Context: an optimization exercise on an open-source flow, tuned for small area, a short achievable clock period and few clock cycles per item. The choices shown serve that exercise and are no tape-out recipe.
RTL that was checked went through simulation tests only; none was proved equivalent to the original.
Function not checked in runs 1 and 3: the RTL went through the layout flow alone.
Power and IR drop assume default switching activity.

[flow/run.sh]
#!/bin/bash
# synth_recipe.tcl (not shown) runs the flow's synth.tcl, then flattens the netlist and writes it again
# the make line also repeats each setting of config.mk as NAME=value (left out here)
make -C /OpenROAD-flow-scripts/flow DESIGN_CONFIG=/design/flow/config.mk WORK_HOME=/design/flow/orfs CLKGATE_MAP_FILE= SYNTH_SCRIPT=/design/flow/synth_recipe.tcl finish
[flow/config.mk]
export PLATFORM = sky130hd
export DESIGN_NAME = data_cache
export DESIGN_NICKNAME = data_cache
export VERILOG_FILES = /design/flow/design.v
export SDC_FILE = /design/flow/constraint.sdc
export NUM_CORES = 4
export LEC_CHECK = 0
export CAP_MARGIN = 20
export CORE_MARGIN = 2
export CORE_UTILIZATION = 55
export CTS_BUF_LIST = sky130_fd_sc_hd__clkbuf_16
export CTS_CLUSTER_DIAMETER = 150
export CTS_CLUSTER_SIZE = 26
export SETUP_SLACK_MARGIN = 4.5
export SLEW_MARGIN = 20
[flow/constraint.sdc]
create_clock -name core_clock -period 8.0 [get_ports {clk}]
set_input_delay 1.6000 -clock core_clock [delete_from_list [all_inputs] [get_ports {clk}]]
set_output_delay 1.6000 -clock core_clock [all_outputs]
set_load 0.01 [all_outputs]
[flow/design.v]
package cache_pkg;
    localparam int DEF_LINES       = 32;
    localparam int DEF_MEM_LATENCY = 4;
endpackage
module cache_array #(
    parameter int LINES   = 32,
    parameter int INDEX_W = 5,
    parameter int TAG_W   = 27
) (
    input  logic               i_clk,
    input  logic               i_clear,
    input  logic [INDEX_W-1:0] i_index,
    input  logic [TAG_W-1:0]   i_tag,
    output logic               o_rd_hit,
    input  logic               i_fill
);
    logic [LINES-1:0] r_valid;
    logic [TAG_W-1:0] r_tag [LINES];
    always_ff @(posedge i_clk) begin
        if (i_clear)
            r_valid <= '0;
        else if (i_fill)
            r_valid[i_index] <= 1'b1;
    end
    always_ff @(posedge i_clk) begin
        if (i_fill)
            r_tag[i_index] <= i_tag;
    end
    logic [LINES-1:0] w_sel;
    logic [LINES-1:0] w_match;
    assign w_sel = LINES'(1) << i_index;
    for (genvar i = 0; i < LINES; i++) begin : g_match
        assign w_match[i] = r_valid[i] && (r_tag[i] == i_tag);
    end
    assign o_rd_hit = |(w_match & w_sel);
endmodule
module cache_data_ring #(
    parameter int LINES        = 32,
    parameter int INDEX_W      = 5,
    parameter int HEAD_SPACING = 4
) (
    input  logic               i_clk,
    input  logic               i_clear,
    input  logic [INDEX_W-1:0] i_index,
    output logic [31:0]        o_rd_data,
    input  logic               i_we,
    input  logic [31:0]        i_wr_data
);
    localparam int HS_W = $clog2(HEAD_SPACING);
    logic [31:0]        r_slot [LINES];
    logic [INDEX_W-1:0] r_rot;
    logic               r_pend;
    logic [INDEX_W-1:0] r_pend_index;
    logic [31:0]        r_pend_data;
    logic [INDEX_W-1:0] w_rd_slot;
    logic [INDEX_W-1:0] w_dst_slot;
    logic               w_drain;
    logic [LINES-1:0]   w_sel;
    assign w_dst_slot = r_pend_index + r_rot + INDEX_W'(1);
    assign w_drain    = r_pend && (w_dst_slot[HS_W-1:0] == '0);
    always_ff @(posedge i_clk) begin
        for (int s = 0; s < LINES; s++) begin
            if (s % HEAD_SPACING == 0 && w_drain && w_dst_slot == INDEX_W'(s))
                r_slot[s] <= r_pend_data;
            else
                r_slot[s] <= r_slot[(s + LINES - 1) % LINES];
        end
    end
    always_ff @(posedge i_clk) begin
        if (i_clear) begin
            r_rot  <= '0;
            r_pend <= 1'b0;
        end else begin
            r_rot <= r_rot + INDEX_W'(1);
            if (i_we)
                r_pend <= 1'b1;
            else if (w_drain)
                r_pend <= 1'b0;
        end
    end
    always_ff @(posedge i_clk) begin
        if (i_we) begin
            r_pend_index <= i_index;
            r_pend_data  <= i_wr_data;
        end
    end
    assign w_rd_slot = i_index + r_rot;
    assign w_sel     = LINES'(1) << w_rd_slot;
    always_comb begin
        o_rd_data = '0;
        for (int s = 0; s < LINES; s++)
            o_rd_data = o_rd_data | (r_slot[s] & {32{w_sel[s]}});
        if (r_pend && r_pend_index == i_index)
            o_rd_data = r_pend_data;
    end
endmodule
module data_cache #(
    parameter int LINES       = cache_pkg::DEF_LINES,
    parameter int MEM_LATENCY = cache_pkg::DEF_MEM_LATENCY
) (
    input  logic        clk,
    input  logic        rst,
    input  logic [31:0] address,
    input  logic [31:0] writeData,
    input  logic        cpuRead,
    input  logic        cpuWrite,
    output logic [31:0] readData,
    output logic        stall,
    output logic [31:0] memAddress,
    output logic [31:0] memWriteData,
    output logic        memRead,
    output logic        memWrite,
    input  logic [31:0] memReadData,
    output logic [15:0] hitCount,
    output logic [15:0] missCount
);
    localparam int         INDEX_W = $clog2(LINES);
    localparam int         TAG_W   = 32 - $clog2(LINES);
    localparam logic [2:0] WR_LAST = 3'(MEM_LATENCY - 1);
    localparam logic [2:0] RD_LAST = 3'(MEM_LATENCY);
    logic [2:0]         r_phase;
    logic               r_wr;      
    logic               r_hit;     
    logic               r_done;    
    logic               r_memrd;   
    logic               r_memwr;   
    logic [31:0]        r_rdata;   
    logic [15:0]        r_hits;
    logic [15:0]        r_misses;
    logic [31:0]        w_line_data;
    logic               w_hit;
    logic               w_lookup;
    logic               w_fill;
    logic               w_we;
    logic [2:0]         w_phase;
    assign w_lookup = (r_phase == 3'd0);
    assign w_fill   = (r_phase == RD_LAST);
    assign w_we     = r_done && (r_wr ? r_hit : r_memrd);
    cache_array #(
        .LINES   (LINES),
        .INDEX_W (INDEX_W),
        .TAG_W   (TAG_W)
    ) u_array (
        .i_clk      (clk),
        .i_clear    (rst),
        .i_index    (address[INDEX_W-1:0]),
        .i_tag      (address[31:INDEX_W]),
        .o_rd_hit   (w_hit),
        .i_fill     (w_fill)
    );
    cache_data_ring #(
        .LINES        (LINES),
        .INDEX_W      (INDEX_W),
        .HEAD_SPACING (MEM_LATENCY)
    ) u_data (
        .i_clk     (clk),
        .i_clear   (rst),
        .i_index   (address[INDEX_W-1:0]),
        .o_rd_data (w_line_data),
        .i_we      (w_we),
        .i_wr_data (r_wr ? writeData : memReadData)
    );
    assign memAddress   = address;
    assign memWriteData = writeData;
    assign memRead      = !rst && r_memrd;
    assign memWrite     = !rst && (w_lookup ? cpuWrite : r_memwr);
    assign stall        = !r_done;
    assign readData     = r_memrd ? memReadData : r_rdata;
    always_comb begin
        w_phase = r_phase + 3'd1;
        if (w_lookup && !(cpuRead || cpuWrite))
            w_phase = 3'd0;
        if (r_done)
            w_phase = 3'd0;
    end
    always_ff @(posedge clk) begin
        if (rst) begin
            r_phase  <= 3'd0;
            r_done   <= 1'b0;
            r_memrd  <= 1'b0;
            r_memwr  <= 1'b0;
            r_hits   <= '0;
            r_misses <= '0;
        end else begin
            r_phase <= w_phase;
            if (w_lookup) begin
                r_done  <= !cpuWrite && cpuRead && w_hit;
                r_memrd <= !cpuWrite && cpuRead && !w_hit;
                r_memwr <= cpuWrite;
            end else begin
                r_done  <= !r_done && (w_phase == (r_wr ? WR_LAST : RD_LAST));
                if (r_done) begin
                    r_memrd <= 1'b0;
                    r_memwr <= 1'b0;
                end
            end
            if (r_done && !r_wr && !r_memrd && r_hits != 16'hFFFF)
                r_hits <= r_hits + 16'd1;
            if (w_fill && r_misses != 16'hFFFF)
                r_misses <= r_misses + 16'd1;
        end
    end
    always_ff @(posedge clk) begin
        if (w_lookup) begin
            r_wr  <= cpuWrite;
            r_hit <= w_hit;
        end
        r_rdata <= w_line_data;
    end
    assign hitCount  = r_hits;
    assign missCount = r_misses;
endmodule
==> impl_metrics.tcl, run 1 <==
set metrics [dict create \
    cp_max_fo 7 \
    hold_buffers 0 \
    dieArea_um2 136000 \
    fin_skew_ns 0.0284 \
    syn_area_per_cell_um2 14.4 \
    drt-pass1-iter-count 10 \
    finalNetCount 5763 \
    syn_area_um2 73200 \
    arrival_ns 4.63 \
    drc 0 \
    ioPinCount 231 \
    clockRootBuffer "clkbuf_16" \
    core-area_um2 132000 \
    synth_nets 5214 \
    max_slew_margin_pct 36.8 \
    power_switching_mw 4.38 \
    area_delta_synth_final_pct 20.7 \
    grt-ovfl-total 0 \
    drv_slew 0 \
    clock_path_buffers 3 \
    grt_pass1_wl_mm 355 \
    worstMarginPinSlew_ns 0.949 \
    ys_seq_area_share_pct 68.0 \
    ant_nets 0 \
    total_power_mw 18.1 \
    drive_gt1_share_pct 26.1 \
    rsz0062_at_grt "true" \
    clk_latency_ns 0.75 \
    synth_top_flop_cell "dfxtp_1" \
    cellLeakagePower_nw 31.7 \
    max_freq_ghz 0.249 \
    power_density_nw_per_um2 205 \
    wl_per_cell_um 34.9 \
    combPwrFrac_pct 10.5 \
    cts_buffers 88 \
    status "finished clean" \
    gp_congestion 0.881 \
    grt_pass1_vias 46000 \
    num_rows 133 \
    min_path_type "flip-flop to flip-flop" \
    pwr-share-seq_pct 60.3 \
    io_buffers 230 \
    clock_sinks 2035 \
    clk_pin_slew_ns 0.10 \
    vdd_drop_max_mv 0.179 \
    cts_tree "yes" \
    fillCellCount 9351 \
    synthCells 5093 \
    hpwlAfterDp_mm 128 \
    yosys_warnings 4 \
    drv_cap 0 \
    async_reset_ff_share_pct 0 \
    drtIter0Drc 5921 \
    grt_max_degree 40 \
    fin_tns_setup_ns 0 \
    start_util_pct 55.5 \
    swShare_pct 24.2 \
    antenna_found_initial 7 \
    synth_edf_count 903 \
    hold_ws_ns 0.336 \
    synth_top_cell_area_share_pct 37.1 \
    required_ns 8.61 \
    ys_seq_elements 2035 \
    hold_violations 0 \
    cts.htree.levels 3 \
    p_int_mw 13.7 \
    wl_mm 260 \
    fin_crit_ns 4.01 \
    crit_type "input port to flip-flop" \
    grtUsageTotal_pct 37.0 \
    die_w_um 369 \
    vias 47400 \
    yosys-top-cells-area "edfxtp_1 37%, dfxtp_1 31%, xor2_1 6.1%" \
    die_y_um 369 \
    vias_per_cell 6.37 \
    yosysUniqueCellTypes 74 \
    cp-start-kind "input port" \
    p_clk_share_pct 29.3 \
    finalSetupViolCount 0 \
    worst_setup_path_end_kind "flip-flop" \
    fin_crit_sh_pct 50.2 \
    synth_top_cell_by_area "edfxtp_1" \
]
-- power by group through the flow --
stage	Combinational (mW)	Clock (mW)	Sequential, mW
after CTS	1.74	5.29	10.9
after global placement	1.18	0	11.1
final	1.89	5.29	10.9
after global routing	1.91	5.62	10.9
after floorplan	0.644	0	11.1
after detailed placement	1.19	0	11.1
-- metrics by stage --
step                      utilization (%)  instances  worst slack [ns]  instance area [µm²]
after floorplan                         -       5093              3.87                74100
after global placement               59.1       6895              2.01                77900
after detailed placement             59.1       6897              1.91                77900
after CTS                            66.1       7382              4.17                87100
after global routing                 67.0       7444              3.98                88300
final                                67.0       7447              3.99                88300
-- timing repair --
action	in CTS	in global routing
gates cloned	57	6
setup buffers	291	56
pin swaps	121	73
gates resized for setup	1347	117
endpoints found under the setup margin	859	134
-- per-layer routing --
layer | part of all wire (%) | global-route usage (%)
met3 | 8.4 | 6.38
met4 | 6.1 | 18.4
met2 | 47 | 61.1
met5 | 0.030 | 0
met1 | 38 | 47.3
-- state kept, by name (all words and copies together) (netlist names), 3 cells and up --
signal and flops:
r_misses 16, u_data.r_rot 5, r_rdata 32, u_data.r_slot 1024, u_data.r_pend_data 32, r_hits 16, r_phase 3, u_data.r_pend_index 5
u_array.r_valid 32, u_array.r_tag 864
-- Yosys cell counts, types with 8 or more instances --
master and number:
clkbuf_1 119, mux2_2 321, nor4_4 8, a221oi_1 141, or4_1 11, and3_1 8
o22a_1 9, nor2_1 123, buf_1 37, nand4_1 194, edfxtp_1 903, or3_1 8
a22oi_1 188, a21oi_1 56, a31oi_1 18, buf_4 67, xor2_1 511, o32a_1 17
nand3_1 75, ha_1 20, xnor2_1 393, a22o_1 130, nand2b_1 9, and2_1 9
dfxtp_1 1132, mux2i_1 9, nor2b_1 9, nor3_1 62, nand2_1 82, o221ai_1 15
o21ai_0 28, a222oi_1 12, buf_2 111, inv_1 24, nor4_1 141
-- cell usage in the layout (no fill, tap or decap), types with 11 or more instances in the layout --
cell | netlist | final
dfxtp_1 | 1132 | 1129
a222oi_1 | 12 | 12
nor4_1 | 141 | 125
a31oi_1 | 18 | 18
a22oi_1 | 188 | 172
nand3_1 | 75 | 62
buf_16 | 0 | 42
buf_12 | 0 | 91
o221ai_1 | 15 | 12
inv_1 | 24 | 62
clkbuf_16 | 0 | 95
buf_6 | 4 | 180
o32a_1 | 17 | 17
a21oi_1 | 56 | 47
mux2_4 | 0 | 32
a22o_1 | 130 | 130
o21ai_0 | 28 | 26
buf_8 | 0 | 28
bufbuf_16 | 0 | 41
a21oi_4 | 1 | 11
mux2_2 | 321 | 289
clkdlybuf4s50_1 | 0 | 33
xor2_1 | 511 | 509
edfxtp_1 | 903 | 903
ha_4 | 0 | 11
buf_4 | 67 | 306
a221oi_2 | 1 | 94
nor3_4 | 1 | 26
nor3_1 | 62 | 38
buf_2 | 111 | 65
a221oi_1 | 141 | 48
nor2_4 | 0 | 24
nor4_4 | 8 | 22
a22oi_2 | 0 | 16
nand2_1 | 82 | 67
nand4_1 | 194 | 194
nor2_1 | 123 | 96
xnor2_1 | 393 | 392
-- logic make-up (layout without fill, tap and decap cells) --
family                   Yosys count  after routing  share of synthesized area [%]
AO/OA/AOI/OAI                    667            669                           7.23
XOR/XNOR                         904            904                           10.8
adder cells (fa/ha/maj)           21             21                          0.369
buffers and inverters            362            953                           2.43
flip-flops                      2035           2035                           68.0
multiplexers                     331            331                           5.08
other                              0              3                              0
AND/OR/NAND/NOR                  773            776                           6.02
-- area by class of cell --
| cell class | instances | area, µm² | area share [%] |
|---|---|---|---|
| Antenna cell | 3 | 7.51 | 0.00850 |
| Inverter | 24 | 101 | 0.115 |
| Sequential cell | 2035 | 49800 | 56.4 |
| Clock inverter | 47 | 215 | 0.244 |
| Tap cell | 1755 | 2200 | 2.49 |
| Clock buffer | 90 | 2250 | 2.55 |
| Timing Repair Buffer | 792 | 9850 | 11.1 |
| Multi-Input combinational cell | 2701 | 23900 | 27.1 |
-- critical path, cell delays in order --
cell and delay, ns:
buf_6 0.08, buf_12 0.13, ha_4 0.15, inv_2 0.04
fa_2 0.41, nor2b_4 0.19, o21ai_4 0.11, buf_4 0.14
buf_6 0.11, a21oi_4 0.31, nor4_4 0.11, buf_4 0.17
buf_6 0.16, buf_12 0.14, a22o_1 0.17, a221oi_1 0.26
nand4_1 0.13, o22a_1 0.21
-- final timing paths --
| kind | startpoint | slack [ns] | cells past startpoint | endpoint |
|---|---|---|---|---|
| worst max-delay path | address[0] | 3.99 | 18 | r_rdata[1]$_DFF_P_ |
| worst min-delay path | u_data.r_slot[14][16]$_DFF_P_ | 0.34 | 0 | u_data.r_slot[15][16]$_DFF_P_ |
| worst max register to register | u_data.r_rot[0]$_SDFF_PP0_ | 4.57 | 16 | r_rdata[1]$_DFF_P_ |
| worst min register to register | u_data.r_slot[14][16]$_DFF_P_ | 0.34 | 0 | u_data.r_slot[15][16]$_DFF_P_ |
==> inputs of run 2 (changes only) <==
--- a/flow/design.v
+++ b/flow/design.v
@@ -5,5 +5,6 @@
 module cache_array #(
-    parameter int LINES   = 32,
-    parameter int INDEX_W = 5,
-    parameter int TAG_W   = 27
+    parameter int LINES        = 32,
+    parameter int INDEX_W      = 5,
+    parameter int TAG_W        = 27,
+    parameter int HEAD_SPACING = 4
 ) (
@@ -14,32 +15,2 @@
     output logic               o_rd_hit,
-    input  logic               i_fill
-);
-    logic [LINES-1:0] r_valid;
-    logic [TAG_W-1:0] r_tag [LINES];
-    always_ff @(posedge i_clk) begin
-        if (i_clear)
-            r_valid <= '0;
-        else if (i_fill)
-            r_valid[i_index] <= 1'b1;
-    end
-    always_ff @(posedge i_clk) begin
-        if (i_fill)
-            r_tag[i_index] <= i_tag;
-    end
-    logic [LINES-1:0] w_sel;
-    logic [LINES-1:0] w_match;
-    assign w_sel = LINES'(1) << i_index;
-    for (genvar i = 0; i < LINES; i++) begin : g_match
-        assign w_match[i] = r_valid[i] && (r_tag[i] == i_tag);
-    end
-    assign o_rd_hit = |(w_match & w_sel);
-endmodule
-module cache_data_ring #(
-    parameter int LINES        = 32,
-    parameter int INDEX_W      = 5,
-    parameter int HEAD_SPACING = 4
-) (
-    input  logic               i_clk,
-    input  logic               i_clear,
-    input  logic [INDEX_W-1:0] i_index,
     output logic [31:0]        o_rd_data,
@@ -49,3 +20,5 @@
     localparam int HS_W = $clog2(HEAD_SPACING);
-    logic [31:0]        r_slot [LINES];
+    logic [LINES-1:0]   r_valid;
+    logic [TAG_W-1:0]   r_tag  [LINES];
+    logic [31:0]        r_data [LINES];
     logic [INDEX_W-1:0] r_rot;
@@ -53,2 +26,3 @@
     logic [INDEX_W-1:0] r_pend_index;
+    logic [TAG_W-1:0]   r_pend_tag;
     logic [31:0]        r_pend_data;
@@ -58,2 +32,4 @@
     logic [LINES-1:0]   w_sel;
+    logic [LINES-1:0]   w_match;
+    logic               w_pend_hit;
     assign w_dst_slot = r_pend_index + r_rot + INDEX_W'(1);
@@ -62,6 +38,9 @@
         for (int s = 0; s < LINES; s++) begin
-            if (s % HEAD_SPACING == 0 && w_drain && w_dst_slot == INDEX_W'(s))
-                r_slot[s] <= r_pend_data;
-            else
-                r_slot[s] <= r_slot[(s + LINES - 1) % LINES];
+            if (s % HEAD_SPACING == 0 && w_drain && w_dst_slot == INDEX_W'(s)) begin
+                r_tag[s]  <= r_pend_tag;
+                r_data[s] <= r_pend_data;
+            end else begin
+                r_tag[s]  <= r_tag[(s + LINES - 1) % LINES];
+                r_data[s] <= r_data[(s + LINES - 1) % LINES];
+            end
         end
@@ -70,5 +49,12 @@
         if (i_clear) begin
-            r_rot  <= '0;
-            r_pend <= 1'b0;
+            r_valid <= '0;
+            r_rot   <= '0;
+            r_pend  <= 1'b0;
         end else begin
+            for (int s = 0; s < LINES; s++) begin
+                if (s % HEAD_SPACING == 0 && w_drain && w_dst_slot == INDEX_W'(s))
+                    r_valid[s] <= 1'b1;
+                else
+                    r_valid[s] <= r_valid[(s + LINES - 1) % LINES];
+            end
             r_rot <= r_rot + INDEX_W'(1);
@@ -83,2 +69,3 @@
             r_pend_index <= i_index;
+            r_pend_tag   <= i_tag;
             r_pend_data  <= i_wr_data;
@@ -86,10 +73,17 @@
     end
-    assign w_rd_slot = i_index + r_rot;
-    assign w_sel     = LINES'(1) << w_rd_slot;
+    assign w_rd_slot  = i_index + r_rot;
+    assign w_sel      = LINES'(1) << w_rd_slot;
+    assign w_pend_hit = r_pend && (r_pend_index == i_index);
+    for (genvar s = 0; s < LINES; s++) begin : g_match
+        assign w_match[s] = r_valid[s] && (r_tag[s] == i_tag);
+    end
     always_comb begin
+        o_rd_hit  = |(w_match & w_sel);
         o_rd_data = '0;
         for (int s = 0; s < LINES; s++)
-            o_rd_data = o_rd_data | (r_slot[s] & {32{w_sel[s]}});
-        if (r_pend && r_pend_index == i_index)
+            o_rd_data = o_rd_data | (r_data[s] & {32{w_sel[s]}});
+        if (w_pend_hit) begin
+            o_rd_hit  = (r_pend_tag == i_tag);
             o_rd_data = r_pend_data;
+        end
     end
@@ -139,5 +133,6 @@
     cache_array #(
-        .LINES   (LINES),
-        .INDEX_W (INDEX_W),
-        .TAG_W   (TAG_W)
+        .LINES        (LINES),
+        .INDEX_W      (INDEX_W),
+        .TAG_W        (TAG_W),
+        .HEAD_SPACING (MEM_LATENCY)
     ) u_array (
@@ -148,15 +143,5 @@
         .o_rd_hit   (w_hit),
-        .i_fill     (w_fill)
-    );
-    cache_data_ring #(
-        .LINES        (LINES),
-        .INDEX_W      (INDEX_W),
-        .HEAD_SPACING (MEM_LATENCY)
-    ) u_data (
-        .i_clk     (clk),
-        .i_clear   (rst),
-        .i_index   (address[INDEX_W-1:0]),
-        .o_rd_data (w_line_data),
-        .i_we      (w_we),
-        .i_wr_data (r_wr ? writeData : memReadData)
+        .o_rd_data  (w_line_data),
+        .i_we       (w_we),
+        .i_wr_data  (r_wr ? writeData : memReadData)
     );
==> impl_metrics.tcl, run 2 <==
set metrics [dict create \
    cp_num_buf_inv 9 \
    cp_common_cell "buf_12" \
    rsz0062_at_grt "true" \
    hold_violations 0 \
    area_delta_synth_final_pct 15.4 \
    finalSetupViolCount 0 \
    grt-ovfl-total 0 \
    largest_register_ffs 1024 \
    layout_common_cells "1994 x dfxtp_1, 839 x xnor2_1, 507 x mux2_2, 318 x nand4_1, 230 x a22oi_1" \
    fin_area_um2 77800 \
    p_clk_share_pct 31.3 \
    pwr-share-seq_pct 61.1 \
    p_int_mw 12.9 \
    max_slew_margin_pct 23.5 \
    fin_skew_ns 0.0308 \
    ant_nets 0 \
    yosysUniqueCellTypes 72 \
    status "finished clean" \
    drtIter0Drc 5005 \
    yosys-top-cells-area "dfxtp_1 59%, xnor2_1 11%, mux2_2 9.0%" \
    grt_max_degree 53 \
    drt-pass1-iter-count 9 \
    clock_path_buffers 3 \
    power_density_nw_per_um2 217 \
    drv_cap 0 \
    swShare_pct 23.6 \
    placed_area_um2 71200 \
    cellLeakagePower_nw 28.5 \
    min_from "u_array.r_data[1][14]$_DFF_P_" \
    ff2ff_setup_slack_ns 4.52 \
    reg.largest.list "u_array.r_data (1024), u_array.r_tag (864)" \
    antenna_found_initial 13 \
    synthCells 5297 \
    holdPathEnd "u_array.r_data[2][14]$_DFF_P_" \
    whs_path_depth 0 \
    grt_pass1_vias 44200 \
    worstMarginPinSlew_ns 1.14 \
    total_power_mw 16.9 \
    clockRootBuffer "clkbuf_16" \
    path_cells "buf_12 -> ha_4 -> inv_2 -> fa_2 -> buf_6 -> xnor2_4 -> a2111o_2 -> buf_12 -> buf_4 -> a221oi_4 -> buf_12 -> buf_12 -> clkbuf_16 -> buf_4 -> a22oi_1 -> nand4_1 -> nor4_2 -> a21oi_1" \
    crit_type "input port to flip-flop" \
    gp_congestion 0.901 \
    slowest_delay_ns 0.44 \
    rr_startpoint "u_array.r_pend_index[1]$_DFFE_PP_" \
    cp_max_fo 8 \
    wl_per_cell_um 33.4 \
    syn_area_per_cell_um2 12.7 \
    grtUsageTotal_pct 37.4 \
    arrival_ns 4.54 \
    busiest_layer "met2" \
    io_buffers 230 \
    combPwrFrac_pct 7.6 \
    power_switching_mw 3.99 \
    finalNetCount 5692 \
    cts_buffers 89 \
    required_ns 8.66 \
    async_reset_ff_share_pct 0 \
    synth_edf_count 66 \
    regMostFlops "u_array.r_data" \
    clk_pin_slew_ns 0.10 \
    final_common_cell "dfxtp_1" \
    yosys_warnings 4 \
    drc 0 \
    hpwlAfterDp_mm 142 \
    regToRegEndpoint "u_array.r_data[8][7]$_DFF_P_" \
    reg2reg_depth 8 \
    drive_gt1_share_pct 24.1 \
    cp-start-kind "input port" \
    start_util_pct 55.4 \
    ys_seq_area_share_pct 62.3 \
    synth_top_flop_cell "dfxtp_1" \
    cp_top_family "buffers and inverters" \
    num_rows 128 \
    dieArea_um2 125000 \
    vdd_drop_max_mv 0.256 \
    grt_util_met1_pct 47.2 \
    fin_tns_setup_ns 0 \
    fin_util_pct 63.9 \
    synth_common_cells "1996 x dfxtp_1, 842 x xnor2_1, 539 x mux2_2" \
    cp_slowest_cell "a2111o_2" \
    die_y_um 354 \
    clock_sinks 2062 \
    min_path_type "flip-flop to flip-flop" \
    ys_seq_elements 2062 \
    synth_nets 5411 \
    fin_crit_ns 3.87 \
    clk_latency_ns 0.72 \
    syn_area_um2 67400 \
    synth_top_cell_by_area "dfxtp_1" \
    cts.htree.levels 3 \
    placed_cells 6903 \
    yosysMostFrequentCell "dfxtp_1" \
    ioPinCount 231 \
    vias 44200 \
    cts_tree "yes" \
    wl_mm 242 \
    drv_slew 0 \
    grt_util_met2_pct 61.6 \
    worst_setup_path_end_kind "flip-flop" \
    grt_pass1_wl_mm 335 \
    vias_per_cell 6.10 \
    core-area_um2 122000 \
    synth_top_cell_area_share_pct 59.3 \
    max_freq_ghz 0.258 \
    fin_crit_sh_pct 48.4 \
    met3_usage_pct 6.36 \
    die_w_um 354 \
    layoutNonFillerInstCount 7244 \
]
## run 2: cell count changes after synthesis, sizes merged, moves of 95 or more
cell    before   now
nor4       156    58
edfxtp     903    66
xnor2      393   844
mux2       322   539
xor2       511    92
a221oi     142    47
nand4      194   318
dfxtp     1132  1996
## run 2: power by group through the flow
stage	clock network, mW	registers, mW	logic, mW
after floorplan	0	10.6	0.579
after global placement	0	10.6	0.943
after detailed placement	0	10.6	0.948
after CTS	5.32	10.3	1.21
after global routing	5.69	10.3	1.31
final	5.30	10.3	1.28
## run 2: how the worst max path moves through the flow
stage	start	to	slack, ns	depth (start not counted)
final	address[0]	r_rdata[11]$_DFF_P_	4.13	18
after global routing	address[0]	r_rdata[10]$_DFF_P_	4.10	17
after CTS	cpuWrite	memWrite	4.21	4
after detailed placement	address[0]	r_hit$_DFFE_PP_	2.11	13
after global placement	address[0]	r_done$_SDFF_PP0_	2.18	13
after floorplan	address[2]	r_rdata[19]$_DFF_P_	3.78	11
## run 2: logic make-up after synthesis
kind of cell	count (synthesis)	share of synthesized area (%)
DFF	2062	62.3
xor gates and xnor gates	936	12.2
buffers and inverters	399	2.92
muxes	546	9.11
adders and majority gates	14	0.271
AOI/OAI and AO/OA	571	6.80
and+or+nand+nor	769	6.43
## run 2: area by class of cell
type,count,area [µm²]
tap,1625,2030
clock buffer,91,2280
sequential,2062,41900
timing repair buffer,560,6510
clock inverter,34,159
multi-input combinational,2843,24800
inverter,22,82.6
fill,9460,43900
antenna,7,17.5
## run 2: layer usage
layer | wire, µm | part of all wire, %
met1 | 95700 | 40
met2 | 113000 | 47
met3 | 18200 | 7.5
met4 | 15200 | 6.3
met5 | 114 | 0.047
## run 2: per-stage QoR
stage	setup WS, ns	hold WS [ns]
after floorplan	3.78	0.326
after global placement	2.18	0.330
after detailed placement	2.11	0.331
after CTS	4.21	0.347
after global routing	4.10	0.353
final	4.13	0.341
## run 2: timing repair
action	4_1_cts	5_1_grt
hold buffers	0	0
endpoints found under the setup margin	417	313
gates cloned	28	6
pin swaps	96	86
buffers inserted	137	37
resized for setup	1061	73
Testbench counts of run 2, summed over its fixed seeds: cycles 246,981, ops 64,000.
==> inputs of run 3 (changes only) <==
--- a/flow/design.v
+++ b/flow/design.v
@@ -23,3 +23,3 @@
     logic [31:0]        r_data [LINES];
-    logic [INDEX_W-1:0] r_rot;
+    logic [HS_W-1:0]    r_rot;
     logic               r_pend;
@@ -34,3 +34,3 @@
     logic               w_pend_hit;
-    assign w_dst_slot = r_pend_index + r_rot + INDEX_W'(1);
+    assign w_dst_slot = {r_pend_index[INDEX_W-1:HS_W], r_pend_index[HS_W-1:0] + r_rot + HS_W'(1)};
     assign w_drain    = r_pend && (w_dst_slot[HS_W-1:0] == '0);
@@ -42,4 +42,4 @@
             end else begin
-                r_tag[s]  <= r_tag[(s + LINES - 1) % LINES];
-                r_data[s] <= r_data[(s + LINES - 1) % LINES];
+                r_tag[s]  <= r_tag[s - s % HEAD_SPACING + (s + HEAD_SPACING - 1) % HEAD_SPACING];
+                r_data[s] <= r_data[s - s % HEAD_SPACING + (s + HEAD_SPACING - 1) % HEAD_SPACING];
             end
@@ -57,5 +57,5 @@
                 else
-                    r_valid[s] <= r_valid[(s + LINES - 1) % LINES];
+                    r_valid[s] <= r_valid[s - s % HEAD_SPACING + (s + HEAD_SPACING - 1) % HEAD_SPACING];
             end
-            r_rot <= r_rot + INDEX_W'(1);
+            r_rot <= r_rot + HS_W'(1);
             if (i_we)
@@ -73,3 +73,3 @@
     end
-    assign w_rd_slot  = i_index + r_rot;
+    assign w_rd_slot  = {i_index[INDEX_W-1:HS_W], i_index[HS_W-1:0] + r_rot};
     assign w_sel      = LINES'(1) << w_rd_slot;
==> impl_metrics.tcl, run 3 <==
set metrics [dict create \
    synth_top_flop_cell "dfxtp_1" \
    power_switching_mw 3.97 \
    rsz0062_at_grt "true" \
    ioPinCount 231 \
    fin_util_pct 63.3 \
    reg.largest.list "u_array.r_data (1024), u_array.r_tag (864)" \
    drc 0 \
    grt_max_degree 52 \
    area_delta_synth_final_pct 13.9 \
    largest_register_ffs 1024 \
    finalSetupViolCount 0 \
    yosys-top-cells-area "dfxtp_1 60%, xnor2_1 10%, mux2_2 9.0%" \
    synth_xor_area_share_pct 12.1 \
    fin_skew_ns 0.0298 \
    cp_max_fo 2 \
    io_buffers 230 \
    crit_type "input port to output port" \
    yosysMostFrequentCell "dfxtp_1" \
    wl_mm 224 \
    synth_top_family_by_area "XOR/XNOR gates" \
    async_reset_ff_share_pct 0 \
    synth_common_cells "1993 x dfxtp_1, 790 x xnor2_1, 536 x mux2_2" \
    fin_crit_sh_pct 47.1 \
    clockRootBuffer "clkbuf_16" \
    cts_buffers 89 \
    cts.htree.levels 3 \
    placed_cells 6912 \
    syn_area_um2 66900 \
    yosys.area_share.simple_pct 6.48 \
    yosys_warnings 4 \
    max_slew_margin_pct 21.6 \
    die_y_um 353 \
    cts_tree "yes" \
    placed_area_um2 70600 \
    ant_nets 0 \
    drv_cap 0 \
    start_util_pct 55.6 \
    drt-pass1-iter-count 8 \
    clk_pin_slew_ns 0.10 \
    hold_buffers 0 \
    gp_congestion 0.854 \
    p_int_mw 12.9 \
    grt_pass1_wl_mm 314 \
    max_freq_ghz 0.266 \
    layout_common_cells "1991 x dfxtp_1, 790 x xnor2_1, 504 x mux2_2, 280 x nand4_1, 205 x a22oi_1" \
    dieArea_um2 124000 \
    grt_pass1_vias 42500 \
    syn_area_per_cell_um2 12.6 \
    ys_seq_area_share_pct 62.6 \
    swShare_pct 23.5 \
    drtIter0Drc 4824 \
    antenna_found_initial 6 \
    drive_gt1_share_pct 22.0 \
    num_rows 127 \
    cellLeakagePower_nw 28.3 \
    synth_fa_ha_area_share_pct 0.0936 \
    final_common_cell "dfxtp_1" \
    grt-ovfl-total 0 \
    wl_per_cell_um 31.2 \
    p_clk_share_pct 31.1 \
    cp-start-kind "input port" \
    hold_violations 0 \
    clk_latency_ns 0.73 \
    die_w_um 353 \
    fin_crit_ns 3.77 \
    clock_path_buffers 3 \
    status "finished clean" \
    fin_area_um2 76100 \
    muxShareOfSynthArea_pct 9.28 \
    combPwrFrac_pct 7.3 \
    synth_compound_area_share_pct 6.54 \
    ys_seq_elements 2059 \
    arrival_ns 2.17 \
    yosysUniqueCellTypes 58 \
    hold_ws_ns 0.342 \
    vdd_drop_max_mv 0.183 \
    drv_slew 0 \
    finalNetCount 5647 \
    vias_per_cell 6.02 \
    worst_setup_path_end_kind "output port" \
    grtUsageTotal_pct 35.0 \
    synthCells 5321 \
    regMostFlops "u_array.r_data" \
    pwr-share-seq_pct 61.5 \
    power_density_nw_per_um2 222 \
    synth_top_cell_area_share_pct 59.7 \
    clock_sinks 2059 \
    min_path_type "flip-flop to flip-flop" \
    hpwlAfterDp_mm 137 \
    synth_edf_count 66 \
    vias 43300 \
    synth_nets 5426 \
    required_ns 6.40 \
    fin_tns_setup_ns 0 \
    layoutNonFillerInstCount 7186 \
    worstMarginPinSlew_ns 1.18 \
    synth_top_cell_by_area "dfxtp_1" \
    core-area_um2 120000 \
]
run 3: cell count changes after synthesis, moves of 28 or more:
cell / before / now
a221oi_1: 43 / 72
a22oi_1: 274 / 205
nand2_1: 89 / 165
nand4_1: 318 / 280
o21ai_0: 9 / 37
xnor2_1: 842 / 790
xor2_1: 91 / 130
run 3: power by group through the flow:
| stage | Sequential (mW) | Combinational [mW] | Clock (mW) |
|---|---|---|---|
| final | 10.4 | 1.24 | 5.26 |
| after global routing | 10.4 | 1.27 | 5.66 |
| after CTS | 10.4 | 1.17 | 5.30 |
| after detailed placement | 10.6 | 0.946 | 0 |
| after global placement | 10.6 | 0.945 | 0 |
| after floorplan | 10.6 | 0.580 | 0 |
run 3: layout make-up:
| class | count | area, µm² |
|---|---|---|
| well taps | 1612 | 2020 |
| repair buffers | 505 | 5630 |
| multi-input cells | 2873 | 24100 |
| clock buffers | 89 | 2230 |
| fillers | 9442 | 44200 |
| diodes | 1 | 2.50 |
| flip-flops and latches | 2059 | 41900 |
| inverters | 14 | 52.6 |
| clock inverters | 33 | 200 |
run 3: metrics by stage:
stage               total power [mW]  worst slack [ns]
global placement                11.6              2.44
CTS                             16.9              4.24
global route                    17.3              4.23
floorplan                       11.2              4.40
finish                          16.9              4.23
detailed placement              11.6              2.36
run 3: final timing paths:
check                                 start                        endpoint  slack (ns)  depth (start not counted)
min          u_array.r_data[29][11]$_DFF_P_  u_array.r_data[30][11]$_DFF_P_        0.34                          0
max reg2reg     u_array.r_rot[1]$_SDFF_PP0_            r_memrd$_SDFFE_PP0P_        4.63                         10
max                         memReadData[30]                    readData[30]        4.23                          3
min reg2reg  u_array.r_data[29][11]$_DFF_P_  u_array.r_data[30][11]$_DFF_P_        0.34                          0
run 3: kinds of logic after synthesis:
logic type / count (synthesis)
AO/OA/AOI/OAI: 581
flip-flops: 2059
multiplexers: 553
XOR/XNOR: 922
buffers and inverters: 395
AND/OR/NAND/NOR: 806
adder cells (fa/ha/maj): 5
run 3: routing by layer:
metal	global-route usage, %	part of all wire, %	vias up
met2	57.1	46	1957
met5	0	0.015	-
li1	-	-	19100
met1	46.5	42	21800
met3	5.31	6.9	451
met4	14.1	4.8	4
run 3: worst max-delay path, cell delays in order:
cell and delay (ns):
buf_12 0.11, mux2_4 0.31, buf_6 0.14
run 3: what timing repair did:
item                        CTS  global route
setup endpoints to repair   134            66
resized for setup          1038            59
pin swaps                    37            24
buffers inserted             87            34
gates cloned                 28             2
==> inputs of run 4 (changes only) <==
--- a/flow/design.v
+++ b/flow/design.v
@@ -152,3 +152,3 @@
     assign stall        = !r_done;
-    assign readData     = r_memrd ? memReadData : r_rdata;
+    assign readData     = (memReadData & {32{r_memrd}}) | r_rdata;
     always_comb begin
@@ -192,3 +192,3 @@
         end
-        r_rdata <= w_line_data;
+        r_rdata <= w_lookup ? w_line_data : '0;
     end
==> impl_metrics.tcl, run 4 <==
set metrics [dict create \
    status "finished clean" \
    ys_seq_area_share_pct 62.6 \
    grt-ovfl-total 0 \
    start_util_pct 55.6 \
    final_common_cell "dfxtp_1" \
    reg.largest.list "u_array.r_data (1024), u_array.r_tag (864)" \
    synthCells 5325 \
    fillCellCount 9523 \
    grtUsageTotal_pct 35.8 \
    finalNetCount 5647 \
    yosysMostFrequentCell "dfxtp_1" \
    combPwrFrac_pct 7.4 \
    pwr-share-seq_pct 61.4 \
    dieArea_um2 124000 \
    synth_top_flop_cell "dfxtp_1" \
    path_cells "buf_16 -> buf_16 -> buf_6 -> a21oi_4 -> buf_6" \
    swShare_pct 23.6 \
    max_slew_margin_pct 26.5 \
    arrival_ns 2.18 \
    cp_num_buf_inv 4 \
    fin_skew_ns 0.0237 \
    min_from "u_array.r_data[25][4]$_DFF_P_" \
    worst_setup_path_end_kind "output port" \
    clk_latency_ns 0.73 \
    fin_area_um2 76000 \
    power_density_nw_per_um2 222 \
    cp_slowest_cell "a21oi_4" \
    io_buffers 230 \
    cts_buffers 89 \
    crit_type "input port to output port" \
    synth_top_cell_area_share_pct 59.7 \
    vias_per_cell 6.01 \
    drv_slew 0 \
    vias 43200 \
    required_ns 6.40 \
    die_w_um 353 \
    syn_area_um2 66900 \
    cts_tree "yes" \
    vdd_drop_max_mv 0.229 \
    placed_area_um2 70500 \
    ioPinCount 231 \
    max_freq_ghz 0.264 \
    regMostFlops "u_array.r_data" \
    p_clk_share_pct 31.2 \
    largest_register_ffs 1024 \
    gp_congestion 0.866 \
    hpwlAfterDp_mm 135 \
    fin_crit_ns 3.78 \
    wl_mm 230 \
    ant_nets 0 \
    cp_max_fo 2 \
    cp-start-kind "input port" \
    drt-pass1-iter-count 9 \
    fin_tns_setup_ns 0 \
    grt_max_degree 46 \
    grt_pass1_wl_mm 320 \
    worstMarginPinSlew_ns 1.10 \
    cellLeakagePower_nw 28.5 \
    core-area_um2 120000 \
    min_path_type "flip-flop to flip-flop" \
    fin_crit_sh_pct 47.3 \
    yosys-top-cells-area "dfxtp_1 60%, xnor2_1 10%, mux2_2 8.5%" \
    die_y_um 353 \
    clockRootBuffer "clkbuf_16" \
    rr_startpoint "u_array.r_rot[1]$_SDFF_PP0_" \
    p_int_mw 12.9 \
    layout_common_cells "1991 x dfxtp_1, 781 x xnor2_1, 506 x mux2_2, 268 x nand4_1, 185 x buf_4" \
    syn_area_per_cell_um2 12.6 \
    area_delta_synth_final_pct 13.6 \
    slowest_delay_ns 0.13 \
    cp_top_family "buffers and inverters" \
    placed_cells 6909 \
    synth_edf_count 66 \
    synth_common_cells "1993 x dfxtp_1, 783 x xnor2_1, 506 x mux2_2" \
    clk_pin_slew_ns 0.10 \
    drive_gt1_share_pct 21.6 \
    clock_path_buffers 3 \
    num_rows 127 \
    antenna_found_initial 17 \
    ys_seq_elements 2059 \
    drtIter0Drc 4802 \
    wl_per_cell_um 32.0 \
    cts.htree.levels 3 \
    yosys_warnings 4 \
    rsz0062_at_grt "true" \
    synth_top_cell_by_area "dfxtp_1" \
    clock_sinks 2059 \
    drc 0 \
    power_switching_mw 3.99 \
    layoutNonFillerInstCount 7189 \
    finalSetupViolCount 0 \
    synth_nets 5430 \
    async_reset_ff_share_pct 0 \
    hold_violations 0 \
    drv_cap 0 \
    critPathLaunch "rst" \
    yosysUniqueCellTypes 64 \
    grt_pass1_vias 43100 \
]
-- run 4: changes by cell type after synthesis, moves of 11 or more --
cell       previous run  this run
mux2_2              536       506
a222oi_1             44        57
buf_1                56        40
nor3_1               36        58
a221o_1               2        29
o22a_1               11         0
a21o_1                0        32
a221oi_1             72       103
a22o_1               60        88
a2111oi_0            20         8
nand4_1             280       268
a22oi_1             205       114
-- run 4: worst paths after layout --
kind,to,slack (ns),cells after the start
worst min-delay path,u_array.r_data[26][4]$_DFF_P_,0.34,0
worst min register to register,u_array.r_data[26][4]$_DFF_P_,0.34,0
worst max register to register,u_array.r_tag[16][4]$_DFF_P_,4.62,6
worst max-delay path,memWrite,4.22,5
-- run 4: area by class of cell --
type,instances,area [µm²],share of cell area [%]
diodes,6,15.0,0.0198
clock buffers,90,2250,2.96
clock inverters,30,191,0.252
inverters,18,71.3,0.0939
multi-input cells,2868,23900,31.5
flip-flops and latches,2059,41900,55.1
well taps,1612,2020,2.65
repair buffers,506,5630,7.41
-- run 4: timing repair --
action | CTS | global route
buffers inserted | 100 | 23
hold buffers | 0 | 0
setup endpoints to repair | 134 | 168
resized for setup | 994 | 72
gates cloned | 25 | 6
pin swaps | 57 | 14
-- run 4: power groups by stage --
stage / Combinational (mW) / Clock (mW) / Sequential [mW]
floorplan: 0.605 / 0 / 10.6
CTS: 1.19 / 5.30 / 10.4
global placement: 1.01 / 0 / 10.6
global route: 1.29 / 5.66 / 10.4
detailed placement: 1.01 / 0 / 10.6
finish: 1.25 / 5.28 / 10.4
-- run 4: metal layers --
metal  wire length, µm  up-vias  track usage, %  share of wire (%)
met3             16700      452            6.13                7.3
li1                  -    19100               -                  -
met5               116        -               0              0.050
met4             10500       16            14.9                4.6
met1             94100    21600            46.2                 41
met2            108000     2057            59.7                 47
-- run 4: stage by stage --
step	total power, mW	hold WS [ns]	utilization, %	worst slack (ns)
2_1_floorplan	11.2	0.326	-	4.39
3_3_place_gp	11.6	0.332	58.6	2.26
3_5_place_dp	11.6	0.336	58.6	2.37
4_1_cts	16.9	0.339	62.6	4.21
5_1_grt	17.3	0.341	63.1	4.21
6_report	16.9	0.338	63.2	4.22
-- run 4: logic make-up after synthesis --
family / share of synthesized area, %
AND/OR/NAND/NOR: 6.39
adder cells (fa/ha/maj): 0.0935
XOR/XNOR: 12.1
flip-flops: 62.6
buffers and inverters: 2.93
AO/OA/AOI/OAI: 7.17
multiplexers: 8.68
Testbench counts of run 4, summed over its fixed seeds: cycles 246,981, ops 64,000.
==> inputs of run 5 (changes only) <==
--- a/flow/config.mk
+++ b/flow/config.mk
@@ -13,3 +13,3 @@
 export CTS_CLUSTER_SIZE = 26
-export SETUP_SLACK_MARGIN = 4.5
+export SETUP_SLACK_MARGIN = 5.0
 export SLEW_MARGIN = 20
==> impl_metrics.tcl, run 5 <==
set metrics [dict create \
    ys_seq_area_share_pct 62.6 \
    worst_setup_path_end_kind "output port" \
    cp-start-kind "input port" \
    power_switching_mw 4.03 \
    status "finished clean" \
    drv_slew 0 \
    drive_gt1_share_pct 26.6 \
    wl_mm 239 \
    synth_top_cell_by_area "dfxtp_1" \
    fillCellCount 9184 \
    max_slew_margin_pct 23.8 \
    grt_max_degree 54 \
    cp_max_fo 2 \
    worstMarginPinSlew_ns 1.14 \
    syn_area_per_cell_um2 12.6 \
    syn_area_um2 66900 \
    cts_buffers 89 \
    antenna_found_initial 10 \
    ys_seq_elements 2059 \
    clock_path_buffers 3 \
    die_w_um 353 \
    yosysMostFrequentCell "dfxtp_1" \
    crit_type "input port to output port" \
    placed_cells 6908 \
    multi_input_area_um2 24800 \
    cts.htree.levels 3 \
    rsz0062_at_grt "true" \
    reg.largest.list "u_array.r_data (1024), u_array.r_tag (864)" \
    ant_nets 0 \
    min_path_type "flip-flop to flip-flop" \
    largest_register_ffs 1024 \
    wl_per_cell_um 32.4 \
    cts_tree "yes" \
    finalSetupViolCount 0 \
    grt-ovfl-total 0 \
    clock_sinks 2059 \
    yosys_warnings 4 \
    dieArea_um2 124000 \
    drt-pass1-iter-count 9 \
    final_common_cell "dfxtp_1" \
    vias 44500 \
    start_util_pct 55.6 \
    regArea_um2 41900 \
    clk_latency_ns 0.73 \
    layoutNonFillerInstCount 7368 \
    area_delta_synth_final_pct 19.0 \
    num_rows 127 \
    gp_congestion 0.881 \
    hold_violations 0 \
    combPwrFrac_pct 8.5 \
    fin_util_pct 66.2 \
    hpwlAfterDp_mm 136 \
    whs_path_depth 0 \
    p_int_mw 13.1 \
    synth_top_cell_area_share_pct 59.7 \
    drtIter0Drc 5360 \
    vias_per_cell 6.05 \
    synth_common_cells "1993 x dfxtp_1, 783 x xnor2_1, 506 x mux2_2" \
    io_buffers 230 \
    ff2ff_setup_slack_ns 4.83 \
    pwr-share-seq_pct 60.5 \
    swShare_pct 23.5 \
    fin_crit_sh_pct 44.8 \
    synth_top_flop_cell "dfxtp_1" \
    yosysUniqueCellTypes 64 \
    die_y_um 353 \
    clk_pin_slew_ns 0.10 \
    hold_ws_ns 0.344 \
    power_density_nw_per_um2 215 \
    drv_cap 0 \
    synth_nets 5430 \
    finalNetCount 5830 \
    fin_crit_ns 3.58 \
    fin_skew_ns 0.0257 \
    core-area_um2 120000 \
    synthCells 5325 \
    synth_edf_count 66 \
    regMostFlops "u_array.r_data" \
    async_reset_ff_share_pct 0 \
    p_clk_share_pct 31.0 \
    layout_common_cells "1959 x dfxtp_1, 778 x xnor2_1, 506 x mux2_2, 268 x nand4_1, 261 x buf_4" \
    cellLeakagePower_nw 30.2 \
    fin_tns_setup_ns 0 \
    arrival_ns 1.98 \
    grt_pass1_wl_mm 326 \
    grt_pass1_vias 43700 \
    reg2reg_depth 11 \
    drc 0 \
    grtUsageTotal_pct 36.4 \
    max_freq_ghz 0.279 \
    required_ns 6.40 \
    yosys-top-cells-area "dfxtp_1 60%, xnor2_1 10%, mux2_2 8.5%" \
    clockRootBuffer "clkbuf_16" \
    ioPinCount 231 \
    vdd_drop_max_mv 0.193 \
    total_power_mw 17.1 \
]
## run 5: kinds of logic after synthesis
logic type,synth area share [%]
XOR/XNOR,12.1
buffers and inverters,2.93
AND/OR/NAND/NOR,6.39
flip-flops,62.6
AO/OA/AOI/OAI,7.17
multiplexers,8.68
adder cells (fa/ha/maj),0.0935
## run 5: final timing paths
check | startpoint | end
min | u_array.r_data[4][3]$_DFF_P_ | u_array.r_data[5][3]$_DFF_P_
max reg2reg | u_array.r_rot[1]$_SDFF_PP0_ | r_done$_SDFF_PP0_
max | cpuWrite | memWrite
min reg2reg | u_array.r_data[4][3]$_DFF_P_ | u_array.r_data[5][3]$_DFF_P_
## run 5: through the flow
step	setup slack, ns	cell area (µm²)
after floorplan	4.39	67400
after global placement	2.45	70500
after detailed placement	2.58	70600
after CTS	4.32	77700
after global routing	4.40	79600
final	4.42	79600
## run 5: worst max-delay path, stage by stage
cell     delay [ns]
buf_8          0.08
nand2_4        0.04
a21oi_4        0.13
buf_6          0.12
## run 5: area by class of cell
cell class	count	area share, %
inverters	18	0.0912
clock inverters	26	0.168
flip-flops and latches	2059	52.7
multi-input cells	2872	31.1
clock buffers	93	2.92
repair buffers	685	10.5
well taps	1612	2.53
diodes	3	0.00943
## run 5: power groups by stage
stage	clock, mW	sequential (mW)	combinational [mW]
finish	5.31	10.4	1.45
global route	5.69	10.4	1.49
CTS	5.33	10.4	1.32
detailed placement	0	10.6	1.00
global placement	0	10.6	1.00
floorplan	0	10.6	0.621
## run 5: repair_timing
action	4_1_cts	5_1_grt
endpoints found under the setup margin	408	355
pin swaps	152	100
cloned	38	8
endpoints found under the hold margin	0	0
gates resized for setup	1310	163
setup buffers	192	100
hold buffers	0	0
## run 5: routing by layer
layer,share of wire (%),global-route usage [%],routed length [µm],up-vias
li1,-,-,-,19500
met1,40,47.1,95800,22300
met2,46,59.7,111000,2213
met3,7.7,5.47,18300,597
met4,5.8,17.8,13900,4
met5,0.015,0,36,-
==> inputs of run 6 (changes only) <==
--- a/flow/config.mk
+++ b/flow/config.mk
@@ -9,3 +9,3 @@
 export CORE_MARGIN = 2
-export CORE_UTILIZATION = 55
+export CORE_UTILIZATION = 45
 export CTS_BUF_LIST = sky130_fd_sc_hd__clkbuf_16
==> impl_metrics.tcl, run 6 <==
set metrics [dict create \
    wl_mm 235 \
    syn_area_per_cell_um2 12.6 \
    synth_top_flop_cell "dfxtp_1" \
    synth_edf_count 66 \
    rr_startpoint "u_array.r_rot[1]$_SDFF_PP0_" \
    synth_common_cells "1993 x dfxtp_1, 783 x xnor2_1, 506 x mux2_2" \
    min_path_type "flip-flop to flip-flop" \
    finalSetupViolCount 0 \
    rsz0062_at_grt "true" \
    cellLeakagePower_nw 29.6 \
    synth_top_cell_area_share_pct 59.7 \
    synth_nets 5430 \
    grt-ovfl-total 0 \
    clock_sinks 2059 \
    layout_common_cells "1957 x dfxtp_1, 782 x xnor2_1, 505 x mux2_2, 268 x nand4_1, 233 x buf_4" \
    cts_buffers 89 \
    syn_area_um2 66900 \
    io_buffers 230 \
    grtUsageTotal_pct 29.4 \
    fin_skew_ns 0.0432 \
    ant_nets 0 \
    clockRootBuffer "clkbuf_16" \
    cts.htree.levels 3 \
    antenna_found_initial 7 \
    vias 43900 \
    fin_crit_ns 3.66 \
    yosysUniqueCellTypes 64 \
    grt_max_degree 55 \
    status "finished clean" \
    whs_path_depth 0 \
    yosys-top-cells-area "dfxtp_1 60%, xnor2_1 10%, mux2_2 8.5%" \
    arrival_ns 2.06 \
    synthCells 5325 \
    cp-start-kind "input port" \
    drt-pass1-iter-count 8 \
    clk_latency_ns 0.77 \
    ys_seq_area_share_pct 62.6 \
    ff2ff_setup_slack_ns 4.94 \
    grt_pass1_wl_mm 321 \
    hold_violations 0 \
    required_ns 6.40 \
    hold_buffers 0 \
    pre_cts_ws_ns 2.31 \
    regMostFlops "u_array.r_data" \
    clk_pin_slew_ns 0.10 \
    gp_congestion 0.865 \
    ys_seq_elements 2059 \
    min_from "u_array.r_tag[10][13]$_DFF_P_" \
    async_reset_ff_share_pct 0 \
    area_delta_synth_final_pct 18.1 \
    drv_slew 0 \
    holdPathEnd "u_array.r_tag[11][13]$_DFF_P_" \
    power_density_nw_per_um2 216 \
    die_y_um 390 \
    fin_tns_setup_ns 0 \
    yosys_warnings 4 \
    wl_per_cell_um 30.8 \
    reg2reg_depth 10 \
    setup_ws_ns 4.34 \
    num_rows 141 \
    final_common_cell "dfxtp_1" \
    reg.largest.list "u_array.r_data (1024), u_array.r_tag (864)" \
    yosysMostFrequentCell "dfxtp_1" \
    finalNetCount 5768 \
    max_freq_ghz 0.273 \
    start_util_pct 45.3 \
    worstMarginPinSlew_ns 1.16 \
    vias_per_cell 5.76 \
    drtIter0Drc 4953 \
    synth_top_cell_by_area "dfxtp_1" \
    ioPinCount 231 \
    max_slew_margin_pct 22.5 \
    drv_cap 0 \
    hpwlAfterDp_mm 137 \
    cp_max_fo 2 \
    drc 0 \
    core-area_um2 148000 \
    regToRegEndpoint "r_hit$_DFFE_PP_" \
    worst_setup_path_end_kind "output port" \
    vdd_drop_max_mv 0.212 \
    die_w_um 390 \
    cts_tree "yes" \
    clock_path_buffers 3 \
    fin_crit_sh_pct 45.8 \
    largest_register_ffs 1024 \
    dieArea_um2 152000 \
    grt_pass1_vias 43500 \
    drive_gt1_share_pct 26.0 \
    hold_ws_ns 0.336 \
    crit_type "input port to output port" \
]
## run 6: cell counts after synthesis
Identical to the previous run, type by type.
## run 6: routing by layer
metal	vias to the layer above	track usage, %	part of all wire (%)
met3	475	3.68	6.9
met2	2001	50.2	48
met1	22100	38.1	41
met5	-	0	0.0051
met4	2	10.9	4.2
li1	19300	-	-
## run 6: final cells by class
type,count,area (µm²)
repair buffers,622,7400
inverters,18,75.1
flip-flops and latches,2059,42000
multi-input cells,2873,24700
fillers,12500,68600
well taps,1930,2410
clock buffers,91,2280
clock inverters,29,173
diodes,3,7.51
## run 6: critical path, stage by stage
cell,delay [ns]
buf_8,0.10
a21o_4,0.23
buf_6,0.13
## run 6: kinds of logic after synthesis
family | count (synthesis) | synth area share (%)
xor gates and xnor gates | 922 | 12.1
buffers and inverters | 402 | 2.93
and+or+nand+nor | 802 | 6.39
muxes | 517 | 8.68
DFF | 2059 | 62.6
adders and majority gates | 5 | 0.0935
AOI/OAI and AO/OA | 618 | 7.17
## run 6: worst max path at each step
stage | startpoint | slack, ns | end
after floorplan | address[0] | 4.39 | r_hit$_DFFE_PP_
after global routing | memReadData[13] | 4.34 | readData[13]
final | memReadData[13] | 4.34 | readData[13]
after detailed placement | address[0] | 2.31 | r_hit$_DFFE_PP_
after CTS | memReadData[13] | 4.33 | readData[13]
after global placement | address[0] | 2.40 | r_done$_SDFF_PP0_
## run 6: per-stage QoR
stage / cells / cell area [µm²] / total power, mW / utilization [%]
2_1_floorplan: 5325 / 67400 / 11.2 / -
3_3_place_gp: 7213 / 70900 / 11.6 / 48.0
3_5_place_dp: 7213 / 70900 / 11.6 / 48.0
4_1_cts: 7535 / 76900 / 17.0 / 52.1
5_1_grt: 7622 / 79000 / 17.5 / 53.5
6_report: 7625 / 79000 / 17.1 / 53.5
## run 6: where the power goes
group / internal (mW) / total [mW] / switching (mW)
clock: 2.08 / 5.32 / 3.24
combinational: 0.592 / 1.37 / 0.779
sequential: 10.3 / 10.4 / 0.0390
total: 13.0 / 17.1 / 4.06
## run 6: timing repair
action	in CTS	in global routing
cloned	23	11
pin swaps	73	136
gates resized for setup	1228	254
setup buffers	179	76
setup endpoints to repair	240	382
==> inputs of run 7 (changes only) <==
--- a/flow/config.mk
+++ b/flow/config.mk
@@ -9,3 +9,3 @@
 export CORE_MARGIN = 2
-export CORE_UTILIZATION = 45
+export CORE_UTILIZATION = 60
 export CTS_BUF_LIST = sky130_fd_sc_hd__clkbuf_16
==> impl_metrics.tcl, run 7 <==
set metrics [dict create \
    cp_max_fo 2 \
    reg.largest.list "u_array.r_data (1024), u_array.r_tag (864)" \
    grt_max_degree 50 \
    clk_latency_ns 0.73 \
    wl_mm 233 \
    slowest_delay_ns 0.12 \
    cts_buffers 89 \
    cp_slowest_cell "buf_16" \
    wl_per_cell_um 32.1 \
    vias_per_cell 6.23 \
    drtIter0Drc 5459 \
    area_delta_synth_final_pct 19.6 \
    drt-pass1-iter-count 7 \
    arrival_ns 2.18 \
    num_rows 122 \
    largest_register_ffs 1024 \
    vias 45200 \
    syn_area_um2 66900 \
    grt-ovfl-total 0 \
    yosysUniqueCellTypes 64 \
    hold_violations 0 \
    synth_edf_count 66 \
    start_util_pct 60.4 \
    required_ns 6.40 \
    drc 0 \
    path_cells "buf_16 -> buf_16 -> buf_6 -> a21oi_4 -> buf_6" \
    cellLeakagePower_nw 30.4 \
    hold_buffers 0 \
    async_reset_ff_share_pct 0 \
    regMostFlops "u_array.r_data" \
    core-area_um2 111000 \
    vdd_drop_max_mv 0.257 \
    ys_seq_area_share_pct 62.6 \
    critPathLaunch "rst" \
    dieArea_um2 114000 \
    min_path_type "flip-flop to flip-flop" \
    cts_tree "yes" \
    drv_cap 0 \
    syn_area_per_cell_um2 12.6 \
    drv_slew 0 \
    io_buffers 230 \
    synth_top_cell_by_area "dfxtp_1" \
    clock_path_buffers 3 \
    synth_top_flop_cell "dfxtp_1" \
    finalNetCount 5839 \
    min_from "u_array.r_data[18][5]$_DFF_P_" \
    worst_setup_path_end_kind "output port" \
    status "finished clean" \
    yosys_warnings 4 \
    hpwlAfterDp_mm 131 \
    yosysMostFrequentCell "dfxtp_1" \
    die_y_um 338 \
    fin_crit_ns 3.78 \
    grt_util_met2_pct 64.1 \
    crit_type "input port to output port" \
    clk_pin_slew_ns 0.10 \
    rsz0062_at_grt "true" \
    clock_sinks 2059 \
    cts.htree.levels 3 \
    grtUsageTotal_pct 39.2 \
    busiest_layer "met2" \
    grt_util_met1_pct 49.4 \
    synth_common_cells "1993 x dfxtp_1, 783 x xnor2_1, 506 x mux2_2" \
    max_slew_margin_pct 26.6 \
    layoutNonFillerInstCount 7256 \
    placed_cells 6769 \
    synth_nets 5430 \
    antenna_found_initial 7 \
    finalSetupViolCount 0 \
    worstMarginPinSlew_ns 1.10 \
    max_freq_ghz 0.264 \
    fin_tns_setup_ns 0 \
    yosys-top-cells-area "dfxtp_1 60%, xnor2_1 10%, mux2_2 8.5%" \
    fin_crit_sh_pct 47.3 \
    gp_congestion 0.868 \
    die_w_um 338 \
    ant_nets 0 \
    clockRootBuffer "clkbuf_16" \
    met3_usage_pct 7.31 \
    ys_seq_elements 2059 \
    fin_skew_ns 0.0281 \
    grt_pass1_vias 43900 \
    layout_common_cells "1960 x dfxtp_1, 778 x xnor2_1, 506 x mux2_2, 268 x nand4_1, 229 x buf_6" \
    cp-start-kind "input port" \
    drive_gt1_share_pct 27.0 \
    final_common_cell "dfxtp_1" \
    grt_pass1_wl_mm 318 \
    synthCells 5325 \
    power_density_nw_per_um2 214 \
    rr_startpoint "u_array.r_rot[1]$_SDFF_PP0_" \
    ioPinCount 231 \
    synth_top_cell_area_share_pct 59.7 \
]
==> run 7: cell count changes in the layout (fill, tap and decap cells not counted), moves of 8 or more <==
cell,delta
buf_12,+24
clkdlybuf4s15_2,-19
bufbuf_16,+8
dlygate4sd2_1,+11
a221oi_1,-13
clkdlybuf4s15_1,+9
buf_6,+35
buf_16,+16
a221oi_2,+14
==> run 7: critical path: cells and delay by family <==
family / cells / cell delay [ns]
AOI/OAI and AO/OA: 1 / 0.11
buffers and inverters: 4 / 0.46
==> run 7: path summary, 6_finish.rpt <==
kind | end | slack [ns] | cells after the start
hold reg to reg | u_array.r_data[19][5]$_DFF_P_ | 0.33 | 0
hold / removal | u_array.r_data[19][5]$_DFF_P_ | 0.33 | 0
setup / recovery | memWrite | 4.22 | 5
setup reg to reg | r_rdata[2]$_SDFF_PN0_ | 4.89 | 12
==> run 7: report_power, final <==
part | switching (mW) | internal [mW]
Combinational | 0.790 | 0.645
Sequential | 0.0409 | 10.3
Clock | 3.20 | 2.07
==> run 7: logic make-up (layout without fill, tap and decap cells) <==
kind of cell,after synthesis,after routing,synth area share (%)
AO/OA/AOI/OAI,618,618,7.17
XOR/XNOR,922,925,12.1
adder cells (fa/ha/maj),5,5,0.0935
buffers and inverters,402,828,2.93
flip-flops,2059,2059,62.6
multiplexers,517,517,8.68
other,0,6,0
AND/OR/NAND/NOR,802,810,6.39
==> run 7: timing repair <==
action | CTS | global route
endpoints found under the setup margin | 272 | 362
setup buffers | 217 | 95
cloned | 42 | 7
pin swaps | 167 | 119
gates resized for setup | 1356 | 228
==> run 7: area by class of cell <==
class                           instances  area, µm²
Clock inverter                         28        146
Inverter                               18       75.1
Multi-Input combinational cell       2875      24900
Sequential cell                      2059      41900
Fill cell                            7542      30700
Antenna cell                            6       15.0
Timing Repair Buffer                  691       8770
Clock buffer                           91       2280
Tap cell                             1488       1860
==> run 7: stage by stage <==
step	utilization, %	power [mW]	worst slack [ns]	area [µm²]	hold WS (ns)
final	72.3	17.1	4.22	80000	0.331
after global routing	72.3	17.5	4.19	80000	0.348
after CTS	70.5	16.9	4.22	78000	0.344
after global placement	63.5	11.6	2.30	70200	0.332
after floorplan	-	11.2	4.39	67400	0.326
after detailed placement	63.5	11.6	2.25	70300	0.334
==> run 7: routing by layer <==
layer | vias up | wire [µm]
met5 | - | 33
met4 | 4 | 15300
met3 | 740 | 19500
met2 | 2535 | 108000
met1 | 22500 | 90300
li1 | 19500 | -
==> inputs of run 8 (changes only) <==
--- a/flow/config.mk
+++ b/flow/config.mk
@@ -9,6 +9,6 @@
 export CORE_MARGIN = 2
-export CORE_UTILIZATION = 60
+export CORE_UTILIZATION = 55
 export CTS_BUF_LIST = sky130_fd_sc_hd__clkbuf_16
 export CTS_CLUSTER_DIAMETER = 150
-export CTS_CLUSTER_SIZE = 26
+export CTS_CLUSTER_SIZE = 30
 export SETUP_SLACK_MARGIN = 5.0
==> impl_metrics.tcl, run 8 <==
set metrics [dict create \
    setup_ws_ns 4.42 \
    die_y_um 353 \
    status "finished clean" \
    placed_area_um2 70600 \
    grt_max_degree 54 \
    fin_tns_setup_ns 0 \
    clock_path_buffers 3 \
    placed_cells 6908 \
    pwr-share-seq_pct 61.6 \
    clock_sinks 2059 \
    grtUsageTotal_pct 36.7 \
    largest_register_ffs 1024 \
    power_density_nw_per_um2 213 \
    synth_edf_count 66 \
    dieArea_um2 124000 \
    drv_slew 0 \
    swShare_pct 23.7 \
    crit_type "input port to output port" \
    max_freq_ghz 0.279 \
    rsz0062_at_grt "true" \
    fin_crit_ns 3.58 \
    yosys_warnings 4 \
    critPathLaunch "cpuWrite" \
    clk_latency_ns 0.72 \
    worst_setup_path_end_kind "output port" \
    regMostFlops "u_array.r_data" \
    syn_area_per_cell_um2 12.6 \
    ioPinCount 231 \
    ys_seq_elements 2059 \
    drt-pass1-iter-count 9 \
    hold_buffers 0 \
    yosysMostFrequentCell "dfxtp_1" \
    cellLeakagePower_nw 30.1 \
    core-area_um2 120000 \
    drc 0 \
    pre_cts_ws_ns 2.58 \
    p_clk_share_pct 29.7 \
    worstMarginPinSlew_ns 1.08 \
    reg2reg_depth 13 \
    hpwlAfterDp_mm 136 \
    grt-ovfl-total 0 \
    yosys-top-cells-area "dfxtp_1 60%, xnor2_1 10%, mux2_2 8.5%" \
    regToRegEndpoint "r_rdata[17]$_SDFF_PN0_" \
    finalSetupViolCount 0 \
    fin_area_um2 79300 \
    wl_mm 238 \
    num_rows 127 \
    die_w_um 353 \
    cts.htree.levels 3 \
    io_buffers 230 \
    power_switching_mw 3.99 \
    fin_crit_sh_pct 44.7 \
    layoutNonFillerInstCount 7365 \
    combPwrFrac_pct 8.7 \
    grt_pass1_wl_mm 328 \
    area_delta_synth_final_pct 18.5 \
    final_common_cell "dfxtp_1" \
    clk_pin_slew_ns 0.11 \
    drive_gt1_share_pct 26.5 \
    synth_top_cell_by_area "dfxtp_1" \
    synth_common_cells "1993 x dfxtp_1, 783 x xnor2_1, 506 x mux2_2" \
    synth_nets 5430 \
    antenna_found_initial 9 \
    hold_violations 0 \
    cp_max_fo 2 \
    synthCells 5325 \
    async_reset_ff_share_pct 0 \
    layout_common_cells "1960 x dfxtp_1, 778 x xnor2_1, 505 x mux2_2, 279 x buf_4, 268 x nand4_1" \
    synth_top_cell_area_share_pct 59.7 \
    start_util_pct 55.6 \
    p_int_mw 12.9 \
]
## run 8: cell counts after synthesis
No cell type changed its count.
## run 8: worst min path at each step
| stage | start | to | cells after the start |
|---|---|---|---|
| 2_1_floorplan | u_array.r_data[29][1]$_DFF_P_ | u_array.r_data[30][1]$_DFF_P_ | 0 |
| 3_3_place_gp | u_array.r_data[20][6]$_DFF_P_ | u_array.r_data[21][6]$_DFF_P_ | 0 |
| 3_5_place_dp | u_array.r_data[1][13]$_DFF_P_ | u_array.r_data[2][13]$_DFF_P_ | 0 |
| 4_1_cts | u_array.r_data[18][20]$_DFF_P_ | u_array.r_data[19][20]$_DFF_P_ | 0 |
| 5_1_grt | u_array.r_data[18][20]$_DFF_P_ | u_array.r_data[19][20]$_DFF_P_ | 0 |
| 6_report | u_array.r_data[6][31]$_DFF_P_ | u_array.r_data[7][31]$_DFF_P_ | 0 |
## run 8: per-layer routing
metal / wire length [µm] / track usage (%) / vias up
li1: - / - / 19500
met1: 95600 / 47.4 / 22400
met2: 111000 / 60.7 / 2215
met3: 18400 / 5.72 / 592
met4: 13100 / 16.8 / 2
met5: 15 / 0 / -
## run 8: cells by family after synthesis
family | after synthesis | synth area share, %
compound gates | 618 | 7.17
xor+xnor | 922 | 12.1
fa+ha+maj | 5 | 0.0935
buf+inv | 402 | 2.93
flops | 2059 | 62.6
mux | 517 | 8.68
simple gates | 802 | 6.39
## run 8: stage by stage
step	utilization [%]	power, mW	hold WS, ns
2_1_floorplan	-	11.2	0.326
3_3_place_gp	58.6	11.6	0.333
3_5_place_dp	58.7	11.6	0.335
4_1_cts	64.6	16.8	0.343
5_1_grt	65.9	17.3	0.353
6_report	65.9	16.8	0.345
## run 8: area by class of cell
class | count | area (µm²)
Clock inverter | 27 | 134
Timing Repair Buffer | 690 | 8320
Multi-Input combinational cell | 2872 | 24800
Sequential cell | 2059 | 41900
Antenna cell | 6 | 15.0
Inverter | 18 | 72.6
Tap cell | 1612 | 2020
Clock buffer | 81 | 2030
Fill cell | 9156 | 41000
## run 8: power groups by stage
stage / combinational, mW / sequential [mW] / clock [mW]
2_1_floorplan: 0.621 / 10.6 / 0
3_3_place_gp: 1.00 / 10.6 / 0
3_5_place_dp: 1.00 / 10.6 / 0
4_1_cts: 1.35 / 10.4 / 5.03
5_1_grt: 1.50 / 10.4 / 5.37
6_report: 1.46 / 10.4 / 5.01
## run 8: repair_timing
| item | CTS | global route |
|---|---|---|
| resized for setup | 1295 | 166 |
| pin swaps | 137 | 88 |
| cloned | 41 | 2 |
| setup buffers | 222 | 78 |
| endpoints found under the setup margin | 410 | 346 |
## run 8: worst max-delay path: stages
cell	delay [ns]
buf_8	0.08
nand2_4	0.04
a21oi_4	0.13
buf_6	0.12

Setup slack of run 8, layout unchanged: 4.421 ns with ideal ports, 4.312 ns with driving cells assumed (clock clkbuf_16, inputs buf_2), 3.773 ns with port delays also shifted by the 0.782 ns mid clock arrival.
